This design comes from an exercise in tuning for small area and a short achievable clock period on the open sky130 flow, not from production work. RTL that was checked went through simulation tests only; none was proved equivalent to the original. No activity file was given, so power comes from the tool's default toggle rates.

## R
## rpn_sequencer
module rpn_sequencer (
   input  logic        step,
   input  logic        nrst,
   input  logic        start,
   input  logic        prog_wr,
   input  logic [7:0]  prog_addr,
   input  logic [17:0] prog_data,
   output logic        busy,
   output logic        done,
   output logic        err,
   output logic [15:0] result,
   output logic        calc_nrst,
   output logic        calc_push,
   output logic [15:0] calc_d,
   output logic [1:0]  calc_op,
   input  logic [9:0]  calc_cnt,
   input  logic [15:0] calc_out,
   output logic [15:0] icount
);
Size in the first run: about 9000 cells after synthesis, roughly 4400 flip-flops, about 160000 sq um of cells after synthesis.
Settings: LEC_CHECK=0, CAP_MARGIN=20, CORE_MARGIN=2, CORE_UTILIZATION=50, CTS_BUF_LIST=sky130_fd_sc_hd__clkbuf_8, CTS_CLUSTER_DIAMETER=60, CTS_CLUSTER_SIZE=24, SETUP_SLACK_MARGIN=3.4, SLEW_MARGIN=20, SYNTH_MEMORY_MAX_BITS=8192, TNS_END_PERCENT=0; clock period 7.0 ns.
run.sh (not shown) runs the stock make flow with config.mk's settings and CLKGATE_MAP_FILE= SYNTH_SCRIPT=/design/flow/synth_recipe.tcl, a recipe that flattens the netlist after the stock synthesis.
As the logs show, R stopped at global routing (5_1_grt) after a tool error, so it never reached the end of the flow.
[inputs] T vs R
--- a/flow/config.mk
+++ b/flow/config.mk
@@ -10,5 +10,2 @@
 export CORE_UTILIZATION = 50
-export CTS_BUF_LIST = sky130_fd_sc_hd__clkbuf_8
-export CTS_CLUSTER_DIAMETER = 60
-export CTS_CLUSTER_SIZE = 24
 export SETUP_SLACK_MARGIN = 3.4
- What ended T was a tool error in global routing (5_1_grt); the run never finished.
- For number of gates given a new drive strength after cts, dividing the value from T by the value from R gives 1.18.
- Re adder and majority gate portion of the synthesized area: no difference whatsoever between T and R.
- Summary of T over R: cell area after synthesis about even, total clock buffers created by CTS rose 143.
No functional check of the RTL was part of any run of this note.

* * *

The RTL this note starts from:
==> flow/design.v <==
package rpn_pkg;
   localparam int DW_DEF      = 16;
   localparam int CNT_W_DEF   = 10;
   localparam int PROG_AW_DEF = 8;
   typedef enum logic [1:0] {
      KIND_PUSH = 2'b00,
      KIND_OP   = 2'b01,
      KIND_END  = 2'b10,
      KIND_NOP  = 2'b11
   } kind_t;
endpackage
module rpn_prog_mem #(
   parameter int W = 17
) (
   input  logic         step,
   input  logic         wr,
   input  logic [7:0]   waddr,
   input  logic [W-1:0] wdata,
   input  logic [7:0]   a8,
   input  logic [7:0]   b8,
   input  logic [3:0]   q4,
   input  logic         rd0,
   output logic [W-1:0] rdata
);
   logic [W-1:0] mem [256];
   logic [15:0]  plo_n, phi_n;  
   logic [W-1:0] pd;
   logic [W-1:0] view [256];    
   logic [W-1:0] cl [4][8];     
   logic [W-1:0] qs [4];        
   logic [W-1:0] qw [4];        
   logic [W-1:0] st2;
   always_ff @(posedge step) begin
      for (int i = 0; i < 16; i++) begin
         plo_n[i] <= !(wr && waddr[3:0] == 4'(i));
         phi_n[i] <= !(waddr[7:4] == 4'(i));
      end
      pd <= wdata;
   end
   for (genvar w = 0; w < 256; w++) begin : g_word
      always_ff @(posedge step) begin
         if (!(plo_n[w % 16] || phi_n[w / 16])) mem[w] <= pd;
      end
      if (w < 2) begin : g_fwd
         assign view[w] = (!(plo_n[w % 16] || phi_n[w / 16])) ? pd : mem[w];
      end else begin : g_nofwd
         assign view[w] = mem[w];
      end
   end
   for (genvar q = 0; q < 4; q++) begin : g_q
      for (genvar k = 0; k < W; k++) begin : g_k
         logic [2:0] z;
         for (genvar c = 0; c < 8; c++) begin : g_c
            logic [2:0] y;
            rpn_sel3_n u_y0 (.s(a8[2:0]), .d0(view[q*64 + c*8 + 0][k]),
                             .d1(view[q*64 + c*8 + 1][k]), .d2(view[q*64 + c*8 + 2][k]),
                             .y_n(y[0]));
            rpn_sel3_n u_y1 (.s(a8[5:3]), .d0(view[q*64 + c*8 + 3][k]),
                             .d1(view[q*64 + c*8 + 4][k]), .d2(view[q*64 + c*8 + 5][k]),
                             .y_n(y[1]));
            assign y[2] = ~((a8[6] & view[q*64 + c*8 + 6][k]) |
                            (a8[7] & view[q*64 + c*8 + 7][k]));
            assign cl[q][c][k] = ~&y;
         end
         rpn_sel3_n u_z0 (.s(b8[2:0]), .d0(cl[q][0][k]), .d1(cl[q][1][k]), .d2(cl[q][2][k]),
                          .y_n(z[0]));
         rpn_sel3_n u_z1 (.s(b8[5:3]), .d0(cl[q][3][k]), .d1(cl[q][4][k]), .d2(cl[q][5][k]),
                          .y_n(z[1]));
         assign z[2] = ~((b8[6] & cl[q][6][k]) | (b8[7] & cl[q][7][k]));
         assign qs[q][k] = ~&z;
      end
   end
   always_comb begin
      st2 = '0;
      for (int q = 0; q < 4; q++) st2 = st2 | ({W{q4[q]}} & qw[q]);
   end
   always_ff @(posedge step) begin
      for (int q = 0; q < 4; q++) qw[q] <= qs[q];
   end
   assign rdata = rd0 ? view[0] : st2;
endmodule
module rpn_sel3_n (
   input  logic [2:0] s,
   input  logic       d0,
   input  logic       d1,
   input  logic       d2,
   output logic       y_n
);
   assign y_n = ~((s[0] & d0) | (s[1] & d1) | (s[2] & d2));
endmodule
module rpn_sequencer (
   input  logic        step,
   input  logic        nrst,
   input  logic        start,
   input  logic        prog_wr,
   input  logic [7:0]  prog_addr,
   input  logic [17:0] prog_data,
   output logic        busy,
   output logic        done,
   output logic        err,
   output logic [15:0] result,
   output logic        calc_nrst,
   output logic        calc_push,
   output logic [15:0] calc_d,
   output logic [1:0]  calc_op,
   input  logic [9:0]  calc_cnt,
   input  logic [15:0] calc_out,
   output logic [15:0] icount
);
   logic st_clr, st_run, st_done, st_err, busy_q;
   logic run_push, run_op1, run_op0;
   logic [7:0]  a8, b8;      
   logic [3:0]  h4, q4;      
   logic [16:0] fi;          
   logic [8:0]  ic;          
   logic [16:0] rdata;
   logic [16:0] wenc;
   wire [1:0] w_kind = prog_data[17:16];
   always_comb begin
      case (w_kind)
         rpn_pkg::KIND_PUSH: wenc = {1'b1, prog_data[15:0]};
         rpn_pkg::KIND_OP:   wenc = {1'b0, 14'd0, prog_data[1:0]};
         rpn_pkg::KIND_END:  wenc = {1'b0, 13'd0, 1'b1, 2'b00};
         default:            wenc = '0;
      endcase
   end
   rpn_prog_mem #(.W(17)) u_prog_mem (
      .step  (step),
      .wr    (prog_wr && !busy_q),
      .waddr (prog_addr),
      .wdata (wenc),
      .a8    (a8),
      .b8    (b8),
      .q4    (q4),
      .rd0   (st_clr),
      .rdata (rdata)
   );
   wire f_push = fi[16];
   wire f_op1  = !fi[16] && fi[1];       
   wire f_op0  = !fi[16] && fi[0];
   wire f_end  = !fi[16] && fi[2];
   wire full   = &calc_cnt;
   wire ge2    = |calc_cnt[9:1];
   wire fail   = (f_push && full) || (f_op1 && !ge2);
   wire issue  = st_run && !f_end && !fail;
   wire last   = &ic[7:0];
   wire restart = start && !busy_q;
   wire run_nx = st_clr || (issue && !last);
   always_ff @(posedge step) begin
      if (!nrst) begin
         st_clr   <= 1'b0;
         st_run   <= 1'b0;
         busy_q   <= 1'b0;
         st_done  <= 1'b0;
         st_err   <= 1'b0;
         run_push <= 1'b0;
         run_op1  <= 1'b0;
         run_op0  <= 1'b0;
      end else begin
         st_clr   <= restart;
         st_run   <= run_nx;
         busy_q   <= restart || run_nx;
         run_push <= run_nx && rdata[16];
         run_op1  <= run_nx && !rdata[16] && rdata[1];
         run_op0  <= run_nx && !rdata[16] && rdata[0];
         st_done  <= !restart && (st_done || (st_run && f_end));
         st_err   <= !restart && (st_err || (st_run && fail) || (issue && last));
      end
   end
   always_ff @(posedge step) begin
      if (!nrst || restart) ic <= '0;
      else if (issue)       ic <= ic + 9'd1;
   end
   always_ff @(posedge step) begin
      if (!nrst)                 result <= '0;
      else if (st_run && f_end)  result <= calc_out;
   end
   always_ff @(posedge step) begin
      if (restart) begin
         a8 <= 8'd2;
         b8 <= 8'd1;
         h4 <= 4'd1;
      end else begin
         a8 <= {a8[6:0], a8[7]};
         if (a8[7])          b8 <= {b8[6:0], b8[7]};
         if (a8[7] && b8[7]) h4 <= {h4[2:0], h4[3]};
      end
      q4 <= h4;
      fi <= rdata;
   end
   assign busy      = busy_q;
   assign done      = st_done;
   assign err       = st_err;
   assign calc_nrst = nrst && !st_clr;
   rpn_ge2_gate u_op1_gate (.cnt(calc_cnt[9:1]), .en(run_op1), .x(1'b0),
                            .y(calc_op[1]));
   rpn_ge2_gate u_op0_gate (.cnt(calc_cnt[9:1]), .en(run_op0), .x(!fi[1]),
                            .y(calc_op[0]));
   assign icount    = {7'd0, ic};
   rpn_full_gate u_push_gate (.cnt(calc_cnt), .en(run_push), .d(1'b1), .y(calc_push));
   for (genvar i = 0; i < 16; i++) begin : g_d
      rpn_full_gate u_d_gate (.cnt(calc_cnt), .en(run_push), .d(fi[i]), .y(calc_d[i]));
   end
endmodule
module rpn_full_gate (
   input  logic [9:0] cnt,
   input  logic       en,
   input  logic       d,
   output logic       y
);
   assign y = en && d && !(&cnt);
endmodule
module rpn_ge2_gate (
   input  logic [8:0] cnt,
   input  logic       en,
   input  logic       x,
   output logic       y
);
   assign y = en && (x || (|cnt));
endmodule
Settings: LEC_CHECK=0, CAP_MARGIN=20, CORE_MARGIN=2, CORE_UTILIZATION=68, CTS_BUF_LIST=sky130_fd_sc_hd__clkbuf_16, CTS_CLUSTER_DIAMETER=60, CTS_CLUSTER_SIZE=30, SETUP_SLACK_MARGIN=3.6, SLEW_MARGIN=20, SYNTH_HIERARCHICAL=1, SYNTH_MEMORY_MAX_BITS=8192, SYNTH_MINIMUM_KEEP_SIZE=0, TNS_END_PERCENT=30; clock period 7.0 ns.
standard.sh (not shown) runs the stock make flow with config.mk's settings and CLKGATE_MAP_FILE= SYNTH_SCRIPT=/design/flow/synth_recipe.tcl, a recipe that flattens the netlist after the stock synthesis.
==> flow/flow/run.sh <==
#!/bin/bash
# Layout flow: the standard flow (standard.sh: ORFS synthesis through
# finish, unchanged), except that clock tree synthesis is run without dummy
# loads. Each tool's output goes to its own log in this folder, and ORFS
# keeps its per-step logs under orfs/logs/.
set -euo pipefail
export CTS_ARGS="-sink_clustering_enable -repair_clock_nets -sink_clustering_size 30 -sink_clustering_max_diameter 60 -buf_list sky130_fd_sc_hd__clkbuf_16 -dont_use_dummy_load"
bash standard.sh > standard_flow.log 2>&1
Then changed:
--- a/flow/config.mk
+++ b/flow/config.mk
@@ -8,5 +8,5 @@
 export CAP_MARGIN = 20
 export CORE_MARGIN = 2
-export CORE_UTILIZATION = 68
+export CORE_UTILIZATION = 62
 export CTS_BUF_LIST = sky130_fd_sc_hd__clkbuf_16
 export CTS_CLUSTER_DIAMETER = 60
What happened:
- routed wire length went up by 1.4%
- total power went up by 0.98%
- critical path depth went down by 4
- via count went down by 1.0%
- clock skew went up by 0.021 ns

static timing again, ports no longer ideal:
In the flow no input, the clock included, has a driving cell. The finished layouts below were timed again as built, in two steps.
Step 1 (the two cells are an assumption about what drives the block):
set clk [get_ports {step}]
set_driving_cell -lib_cell sky130_fd_sc_hd__clkbuf_16 $clk
set_driving_cell -lib_cell sky130_fd_sc_hd__buf_2 [delete_from_list [all_inputs] $clk]
Step 2 moves the port delays by t, midway between the first and last clock arrival at a register: inputs arrive t later, outputs are due t later. That takes back most of the time a late clock gives input paths.
Three values: no drivers, after step 1, after step 2; two values: the first two.
| run | t (ns) | slack for setup (ns) | worst setup path at the end | worst data-port slew with drivers (ns) | cell pins on the clock port's net |
|---|---|---|---|---|---|
| the first run of note 2 | 0.990 | 3.287 / 2.917 / 2.917 | input to output | 0.42 | 1 |
| the second run of note 2 | 0.991 | 3.444 / 3.190 / 3.190 | input to output | 0.32 | 1 |
After both steps setup and hold are still met in every run listed. The setup slack of the first run of note 2, which loses most, moves by -0.370 ns with the drivers and by -0.370 ns with both steps.
